Source: an optimization exercise on an open RTL-to-GDS flow (aim: small area). Production flows keep margins and buffers that such runs may drop.
Function was checked by simulation only, so behaviour that the tests miss may differ from the original.
No activity file was given, so power comes from the tool's default toggle rates.

`flow/design.v`:
```
`timescale 1ns/1ps
`default_nettype none
package pcs_pkg;
    typedef logic [31:0] xgmii_data_t;       
    typedef logic [3:0]  xgmii_ctrl_t;       
    typedef logic [1:0]  sync_hdr_t;         
    typedef logic [7:0]  block_type_t;       
    localparam block_type_t BT_IDLE  = 8'h1E;    
    localparam block_type_t BT_START = 8'h78;    
    localparam block_type_t BT_TERM0 = 8'h87;
    localparam block_type_t BT_TERM1 = 8'h99;
    localparam block_type_t BT_TERM2 = 8'hAA;
    localparam block_type_t BT_TERM3 = 8'hB4;
    localparam block_type_t BT_TERM4 = 8'hCC;
    localparam block_type_t BT_TERM5 = 8'hD2;
    localparam block_type_t BT_TERM6 = 8'hE1;
    localparam block_type_t BT_TERM7 = 8'hFF;
    localparam logic [7:0] XGMII_IDLE  = 8'h07;
    localparam logic [7:0] XGMII_START = 8'hFB;
    localparam logic [7:0] XGMII_TERM  = 8'hFD;
    localparam logic [7:0] XGMII_ERROR = 8'hFE;
    localparam sync_hdr_t HDR_DATA = 2'b01;
    localparam sync_hdr_t HDR_CTRL = 2'b10;
    localparam logic [6:0] PCS_IDLE  = 7'h00;
    localparam logic [6:0] PCS_ERROR = 7'h1E;
    localparam logic [57:0] SCR_SEED_DEFAULT = {58{1'b1}};
    typedef struct packed {
        logic        valid;      
        logic        first;      
        sync_hdr_t   hdr;        
        xgmii_data_t data;
    } enc_half_t;
endpackage
`default_nettype wire
`timescale 1ns/1ps
`default_nettype none
import pcs_pkg::*;
module xgmii_encoder (
    input  wire         gty_tx_usr_clk,
    input  wire         i_arst_n,
    input  pcs_pkg::xgmii_data_t i_xgmii_txd,
    input  pcs_pkg::xgmii_ctrl_t i_xgmii_txc,
    input  wire         i_xgmii_valid,
    input  wire         i_rx_trdy,           
    output logic        o_xgmii_pause,
    output pcs_pkg::enc_half_t   o_tx_half,
    output logic        o_tx_encoding_err
);
    typedef enum logic {
        LOW_WORD,
        HIGH_WORD
    } word_state_e;
    word_state_e  state_q;
    pcs_pkg::xgmii_data_t  lo_txd_q;                  
    pcs_pkg::xgmii_ctrl_t  lo_txc_q;
    pcs_pkg::xgmii_data_t  hi_data_q;                 
    logic         hi_pend_q;
    logic         accept;
    logic [63:0]  pair_txd;
    logic [7:0]   pair_txc;
    logic [7:0]   term_match;                
    logic         code_ok;                   
    logic         term_hit;
    pcs_pkg::sync_hdr_t    blk_hdr;
    logic [63:0]  blk_data;
    logic         blk_err;
    function automatic logic [7:0] term_type(input int k);
        case (k)
            0:       term_type = BT_TERM0;
            1:       term_type = BT_TERM1;
            2:       term_type = BT_TERM2;
            3:       term_type = BT_TERM3;
            4:       term_type = BT_TERM4;
            5:       term_type = BT_TERM5;
            6:       term_type = BT_TERM6;
            default: term_type = BT_TERM7;
        endcase
    endfunction
    assign accept        = i_xgmii_valid && i_rx_trdy;    
    assign o_xgmii_pause = ~i_rx_trdy;
    assign pair_txd      = {i_xgmii_txd, lo_txd_q};       
    assign pair_txc      = {i_xgmii_txc, lo_txc_q};
    always_comb begin
        code_ok = (pair_txc == 8'hFF);
        for (int j = 0; j < 8; j++) begin
            if (pair_txd[8*j +: 8] != XGMII_IDLE && pair_txd[8*j +: 8] != XGMII_ERROR)
                code_ok = 1'b0;
        end
        for (int k = 0; k < 8; k++) begin
            term_match[k] = (pair_txc == 8'(8'hFF << k)) &&
                            (pair_txd[8*k +: 8] == XGMII_TERM);
            for (int j = k + 1; j < 8; j++) begin
                if (pair_txd[8*j +: 8] != XGMII_IDLE)
                    term_match[k] = 1'b0;    
            end
        end
    end
    always_comb begin
        blk_hdr  = HDR_CTRL;
        blk_data = '0;
        blk_err  = 1'b0;
        term_hit = 1'b0;
        if (pair_txc == 8'h00) begin
            blk_hdr  = HDR_DATA;             
            blk_data = pair_txd;
        end else if (pair_txc == 8'h01 && pair_txd[7:0] == XGMII_START) begin
            blk_data = {pair_txd[63:8], BT_START};
        end else if (code_ok) begin
            blk_data[7:0] = BT_IDLE;
            for (int j = 0; j < 8; j++) begin
                blk_data[7*j+8 +: 7] = (pair_txd[8*j +: 8] == XGMII_ERROR) ? PCS_ERROR
                                                                          : PCS_IDLE;
            end
        end else begin
            for (int k = 0; k < 8; k++) begin
                if (term_match[k]) begin
                    term_hit      = 1'b1;
                    blk_data[7:0] = term_type(k);
                    for (int j = 0; j < 8; j++) begin
                        if (j < k)
                            blk_data[8*j+8 +: 8] = pair_txd[8*j +: 8];   
                        else if (j > k)
                            blk_data[7*j+8 +: 7] = PCS_IDLE;
                    end
                end
            end
            if (!term_hit) begin
                blk_err       = 1'b1;        
                blk_data[7:0] = BT_IDLE;
                for (int j = 0; j < 8; j++)
                    blk_data[7*j+8 +: 7] = PCS_ERROR;
            end
        end
    end
    always_ff @(posedge gty_tx_usr_clk) begin
        if (accept && state_q == LOW_WORD) begin
            lo_txd_q <= i_xgmii_txd;
            lo_txc_q <= i_xgmii_txc;
        end
        if (accept && state_q == HIGH_WORD)
            hi_data_q <= blk_data[63:32];
    end
    always_ff @(posedge gty_tx_usr_clk or negedge i_arst_n) begin
        if (!i_arst_n) begin
            state_q           <= LOW_WORD;
            hi_pend_q         <= 1'b0;
            o_tx_half         <= '0;
            o_tx_encoding_err <= 1'b0;
        end else begin
            o_tx_encoding_err <= 1'b0;       
            if (i_rx_trdy) begin
                if (accept)
                    state_q <= (state_q == LOW_WORD) ? HIGH_WORD : LOW_WORD;
                if (accept && state_q == HIGH_WORD) begin
                    o_tx_half.valid   <= 1'b1;   
                    o_tx_half.first   <= 1'b1;
                    o_tx_half.hdr     <= blk_hdr;
                    o_tx_half.data    <= blk_data[31:0];
                    hi_pend_q         <= 1'b1;
                    o_tx_encoding_err <= blk_err;
                end else if (hi_pend_q) begin
                    o_tx_half.valid <= 1'b1;     
                    o_tx_half.first <= 1'b0;
                    o_tx_half.data  <= hi_data_q;
                    hi_pend_q       <= 1'b0;
                end else begin
                    o_tx_half.valid <= 1'b0;
                end
            end
        end
    end
endmodule
`default_nettype wire
`timescale 1ns/1ps
`default_nettype none
import pcs_pkg::*;
module scrambler #(
    parameter logic [57:0] SEED = SCR_SEED_DEFAULT
) (
    input  wire       gty_tx_usr_clk,
    input  wire       i_arst_n,
    input  pcs_pkg::enc_half_t i_rx_half,
    input  wire       i_rx_trdy,             
    output pcs_pkg::enc_half_t o_tx_half
);
    logic [57:0] scr_q;                      
    logic [57:0] scr_next;
    pcs_pkg::xgmii_data_t scr_data;
    always_comb begin
        scr_next = scr_q;
        for (int i = 0; i < 32; i++) begin
            scr_data[i] = i_rx_half.data[i] ^ scr_next[38] ^ scr_next[57];
            scr_next    = {scr_next[56:0], scr_data[i]};
        end
    end
    always_ff @(posedge gty_tx_usr_clk or negedge i_arst_n) begin
        if (!i_arst_n) begin
            scr_q     <= SEED;
            o_tx_half <= '0;
        end else if (i_rx_trdy) begin
            if (i_rx_half.valid) begin
                scr_q           <= scr_next;
                o_tx_half.valid <= 1'b1;
                o_tx_half.first <= i_rx_half.first;      
                o_tx_half.hdr   <= i_rx_half.hdr;        
                o_tx_half.data  <= scr_data;
            end else begin
                o_tx_half.valid <= 1'b0;                 
            end
        end
    end
endmodule
`default_nettype wire
`timescale 1ns/1ps
`default_nettype none
import pcs_pkg::*;
module gearbox (
    input  wire         gty_tx_usr_clk,
    input  wire         i_arst_n,
    input  pcs_pkg::enc_half_t   i_rx_half,
    output logic        o_tx_trdy,           
    output pcs_pkg::xgmii_data_t o_tx_data,           
    output logic        o_tx_valid
);
    logic [97:0] buf_q;                      
    logic [97:0] buf_rem;
    logic [97:0] buf_next;
    logic [97:0] keep_mask;
    logic [6:0]  fill_q;                     
    logic [6:0]  fill_rem;
    logic [6:0]  fill_next;
    logic [5:0]  stall_cnt_q;                
    logic        run_q;                      
    logic        accept;
    logic        emit;
    logic [33:0] in_bits;
    logic [5:0]  in_len;
    assign accept    = i_rx_half.valid && o_tx_trdy;
    assign emit      = (fill_q >= 7'd32);        
    assign o_tx_trdy = (stall_cnt_q != 6'd32);   
    always_comb begin
        in_bits   = i_rx_half.first ? {i_rx_half.data, i_rx_half.hdr}
                                    : {2'b00, i_rx_half.data};
        in_len    = i_rx_half.first ? 6'd34 : 6'd32;
        buf_rem   = emit ? (buf_q >> 32) : buf_q;
        fill_rem  = emit ? (fill_q - 7'd32) : fill_q;
        keep_mask = ~({98{1'b1}} << fill_rem);   
        buf_next  = buf_rem & keep_mask;
        fill_next = fill_rem;
        if (accept) begin
            buf_next  = buf_next | ({64'b0, in_bits} << fill_rem);   
            fill_next = fill_rem + {1'b0, in_len};
        end
    end
    always_ff @(posedge gty_tx_usr_clk) begin
        buf_q <= buf_next;
    end
    always_ff @(posedge gty_tx_usr_clk or negedge i_arst_n) begin
        if (!i_arst_n) begin
            fill_q      <= '0;
            stall_cnt_q <= '0;
            run_q       <= 1'b0;
            o_tx_valid  <= 1'b0;
            o_tx_data   <= '0;
        end else begin
            fill_q <= fill_next;
            run_q  <= run_q | accept;
            if (run_q || accept)
                stall_cnt_q <= (stall_cnt_q == 6'd32) ? 6'd0 : stall_cnt_q + 6'd1;
            o_tx_valid <= emit;
            if (emit)
                o_tx_data <= buf_q[31:0];
        end
    end
endmodule
`default_nettype wire
`timescale 1ns/1ps
`default_nettype none
import pcs_pkg::*;
module pcs #(
    parameter logic [57:0] SCR_SEED = SCR_SEED_DEFAULT
) (
    input  wire         gty_tx_usr_clk,
    input  wire         i_arst_n,
    input  pcs_pkg::xgmii_data_t i_xgmii_txd,
    input  pcs_pkg::xgmii_ctrl_t i_xgmii_txc,
    input  wire         i_xgmii_valid,
    output logic        o_xgmii_pause,       
    output pcs_pkg::xgmii_data_t o_tx_gearbox_data,
    output logic        o_tx_gearbox_valid,
    output logic        o_tx_encoding_err    
);
    pcs_pkg::enc_half_t enc_half;                     
    pcs_pkg::enc_half_t scr_half;                     
    logic      gbx_trdy;                     
    xgmii_encoder u_encoder (
        .gty_tx_usr_clk    (gty_tx_usr_clk),
        .i_arst_n          (i_arst_n),
        .i_xgmii_txd       (i_xgmii_txd),
        .i_xgmii_txc       (i_xgmii_txc),
        .i_xgmii_valid     (i_xgmii_valid),
        .i_rx_trdy         (gbx_trdy),
        .o_xgmii_pause     (o_xgmii_pause),
        .o_tx_half         (enc_half),
        .o_tx_encoding_err (o_tx_encoding_err)
    );
    scrambler #(
        .SEED (SCR_SEED)
    ) u_scrambler (
        .gty_tx_usr_clk (gty_tx_usr_clk),
        .i_arst_n       (i_arst_n),
        .i_rx_half      (enc_half),
        .i_rx_trdy      (gbx_trdy),
        .o_tx_half      (scr_half)
    );
    gearbox u_gearbox (
        .gty_tx_usr_clk (gty_tx_usr_clk),
        .i_arst_n       (i_arst_n),
        .i_rx_half      (scr_half),
        .o_tx_trdy      (gbx_trdy),
        .o_tx_data      (o_tx_gearbox_data),
        .o_tx_valid     (o_tx_gearbox_valid)
    );
endmodule
`default_nettype wire
```
`flow/run.sh`:
```
#!/bin/bash
# synth_recipe.tcl (not shown) runs the flow's synth.tcl, then flattens the netlist and writes it again
# the make line also repeats each setting of config.mk as NAME=value (left out here)
make -C /OpenROAD-flow-scripts/flow DESIGN_CONFIG=/design/flow/config.mk WORK_HOME=/design/flow/orfs CLKGATE_MAP_FILE= SYNTH_SCRIPT=/design/flow/synth_recipe.tcl finish
```
`flow/config.mk`:
```
export PLATFORM = sky130hd
export DESIGN_NAME = pcs
export DESIGN_NICKNAME = pcs
export VERILOG_FILES = /design/flow/design.v
export SDC_FILE = /design/flow/constraint.sdc
export NUM_CORES = 4
export LEC_CHECK = 0
export CAP_MARGIN = 20
export CORE_MARGIN = 2
export CORE_UTILIZATION = 40
export SLEW_MARGIN = 20
```
`flow/constraint.sdc`:
```
create_clock -name core_clock -period 4.5 [get_ports {gty_tx_usr_clk}]
set_input_delay 0.9000 -clock core_clock [delete_from_list [all_inputs] [get_ports {gty_tx_usr_clk}]]
set_output_delay 0.9000 -clock core_clock [all_outputs]
set_load 0.01 [all_outputs]
```
==> metrics.cfg <==
[run_status]
status=complete, no violations

[timing]
finalSetupViolCount=0
fmax_mhz=280
slew_viol_final=0
hold_viol_final=0
finalCriticalPeriod_ns=3.57
timing.final.ws_setup_ns=0.932
setup_tns_ns=0
fin_crit_sh=0.793
rsz0062_at_grt=false
worst_slew_pin_slew_ns=1.05
maxSlewHeadroom=0.301
worst_clock_skew_ns=0.0159

[setup_path]
worst-setup-path-type=in2reg
required_ns=4.80
cp_max_fo=5
critical_path_arrival_ns=3.87
worstSetupStartpointType=primary input
endpoint_kind=flip-flop

[logic_synthesis]
synth-main-ff-cell=dfrtp_1
async_reset_ff_frac=0.519
netlist_instances=1755
synth_edf_count=68
synth.cell_area_um2=17100
synth_cell_types=82
ys_ff_latch=345
synth.net_count=1798
avgSynthCellArea_um2=9.77
ys_seq_area_frac=0.499
yosysWarnings=3

[floorplanning]
design.core.area_um2=42100
row_count=75
initial_core_util=0.407
dieArea_um2=44500
ios=74
fp.dieH_um=211
die_width_um=211

[cts]
postCtsSetupRepairBufs=0
cts_root_buf=clkbuf_16
cts.sinks=345
post_cts_resized=0
htreeDepth=2
cts_tree=done
clock_latency_ns=0.58
ctsHoldBuffers=0
cts_inserted_buffers=39
clkTransAtPathRegs_ns=0.06
clock_path_buffers=3

[cells_and_area]
area_delta_synth_final_pct=15.7
nets=1848
fin_cells=2375
layout-drive-gt1-share=0.148
final_common_cell=nand2_1
final_cell_mix=nand2_1 (438), dfrtp_1 (118), a21oi_1 (99)

[placement]
post-place-ws_ns=0.372
portBuffers=73
placedCellCount=2303
dp_hpwl_um=39500
gp_congestion=0.986

[routing]
drt_first_pass_iters=5
vias=13807
drc=0
drt_wl_total_um=54100
ant_nets=0
drtIter0Drc=1173
wl_per_cell_um=22.8
viasPerCell=5.81

[pwr]
p_leak_uw=0.00800
irDropWorstVdd_mv=0.299
power.density_nw_per_um2=782
p_total_uw=15500

[flow_run]
cap_violations=0

[global_routing]
grt_pass1_wl_um=82700
grt_max_degree=85
track_usage=0.245
antenna_found_initial=1
globalRoute.totalOverflow=0
grt_pass1_vias=13325

[worst_hold_path]
min_path_type=in2async

==> final cells by class <==
type                            count  area (um2)
Inverter                           17        63.8
Timing Repair Buffer              113        1040
Antenna cell                        1        2.50
Clock buffer                       57        1160
Sequential cell                   345        8560
Clock inverter                     14         188
Tap cell                          539         674
Multi-Input combinational cell   1289        8140
Fill cell                        3993       22300
==> kinds of logic after synthesis <==
| group | synth area share |
|---|---|
| flip-flops | 0.499 |
| XOR/XNOR | 0.0358 |
| buffers and inverters | 0.0277 |
| AND/OR/NAND/NOR | 0.181 |
| AO/OA/AOI/OAI | 0.140 |
| adder cells (fa/ha/maj) | 0.00292 |
| multiplexers | 0.114 |
==> critical path: stages <==
cell,delay [ns]
clkdlybuf4s50_1,0.66
nand4_1,0.17
nor4b_1,0.54
o21ai_0,0.16
nor4b_1,0.59
nand2_1,0.28
o21ai_0,0.43
a21oi_1,0.13
==> where the power goes <==
part	internal, uW	switching (uW)	leakage (uW)	total (uW)
clock network	1970	1320	0.000651	3290
logic	2810	3920	0.00389	6730
registers	4400	1090	0.00346	5490
total	9180	6330	0.00800	15500
==> layer usage <==
layer,global-route usage,share of wire,vias to the layer above
met4,0.102,0.040,0
met3,0.0450,0.062,122
li1,-,-,6456
met1,0.313,0.42,6746
met2,0.411,0.48,483
met5,0,0,-
==> stage by stage <==
stage | hold slack, ns | area [um2] | util
floorplan | 0.406 | 17100 | -
global placement | 0.419 | 18500 | 0.439
detailed placement | 0.420 | 18500 | 0.439
CTS | 0.432 | 19800 | 0.470
global route | 0.452 | 19800 | 0.470
finish | 0.402 | 19800 | 0.471
==> sequential cells by signal, indices dropped and copies added, names as in the netlist <==
register	cells
u_gearbox.buf_q	98
u_scrambler.scr_q	58
u_encoder.o_tx_half	36
u_scrambler.o_tx_half	36
u_encoder.hi_data_q	32
u_encoder.lo_txd_q	32
u_gearbox.o_tx_data	32
u_gearbox.fill_q	6
u_gearbox.stall_cnt_q	6
u_encoder.lo_txc_q	4
u_encoder.hi_pend_q	1
u_encoder.o_tx_encoding_err	1
u_encoder.state_q	1
u_gearbox.o_tx_valid	1
u_gearbox.run_q	1
==> final timing paths <==
check	to	cells past startpoint	slack [ns]	from
min in group core_clock	u_gearbox.buf_q[41]	2	0.43	u_gearbox.buf_q[73]
hold / removal	u_gearbox.o_tx_data[0]	1	0.40	i_arst_n
max in group asynchronous	u_scrambler.scr_q[50]	2	3.06	i_arst_n
setup / recovery	u_encoder.hi_data_q[5]	8	0.93	i_xgmii_txd[18]
hold reg to reg	u_gearbox.buf_q[41]	2	0.43	u_gearbox.buf_q[73]
setup reg to reg	u_encoder.o_tx_half[16]	7	1.23	u_encoder.lo_txd_q[20]
==> cell usage after synthesis (all sizes together), types with 7 or more instances <==
library cell / instances / share of area
o21ai: 51 / 0.015
or4: 9 / 0.0045
a31oi: 17 / 0.0062
edfxtp: 68 / 0.12
nor2b: 10 / 0.0036
a221oi: 10 / 0.0051
a22oi: 10 / 0.0044
o31ai: 10 / 0.0044
nor4: 9 / 0.0042
inv: 15 / 0.0033
dfrtp: 121 / 0.18
and4: 11 / 0.0057
and2: 10 / 0.0036
or3: 7 / 0.0026
mux2: 64 / 0.042
a32o: 10 / 0.0058
buf: 27 / 0.0071
a21oi: 99 / 0.029
dfxtp: 98 / 0.11
nor2: 80 / 0.018
or2: 7 / 0.0026
mux2i: 91 / 0.053
o21a: 8 / 0.0035
nor4b: 9 / 0.0050
nand4: 24 / 0.0095
nand2: 440 / 0.096
xnor2: 69 / 0.035
a22o: 14 / 0.0072
nand3: 24 / 0.0070
and3: 11 / 0.0040
a211oi: 8 / 0.0041
nor3: 13 / 0.0038
o221ai: 27 / 0.014
mux4: 14 / 0.018
clkbuf: 77 / 0.017
dfstp: 58 / 0.089
o22ai: 61 / 0.022

[afterwards: timing with drivers on the ports]
The flow's constraints put no driver on any port. The routed layout listed below was extracted and timed again, unchanged, in two steps. Step 1 (the two cells are an assumption about what drives the block):
set clk [get_ports {gty_tx_usr_clk}]
set_driving_cell -lib_cell sky130_fd_sc_hd__clkbuf_16 $clk
set_driving_cell -lib_cell sky130_fd_sc_hd__buf_2 [delete_from_list [all_inputs] $clk]
Step 2 adds t to the input delays and takes it off the output delays; t is the mean of the earliest and latest rising clock arrival at the registers after step 1. Input paths then give back, and output paths get back, about the clock's delay inside the block. Three values: ideal, step 1, step 2; two values: the first two.
t, ns: 0.622
slack for setup (ns): 0.932 / 0.960 / 0.338
worst setup path after step 2: input to register
clock arrival spread, ns: 0.016 / 0.016
worst slew at a driven data input, ns: 0.04
After both steps this run still meets setup and hold. The setup slack of this run moves by +0.028 ns with the drivers and by -0.594 ns with both steps.
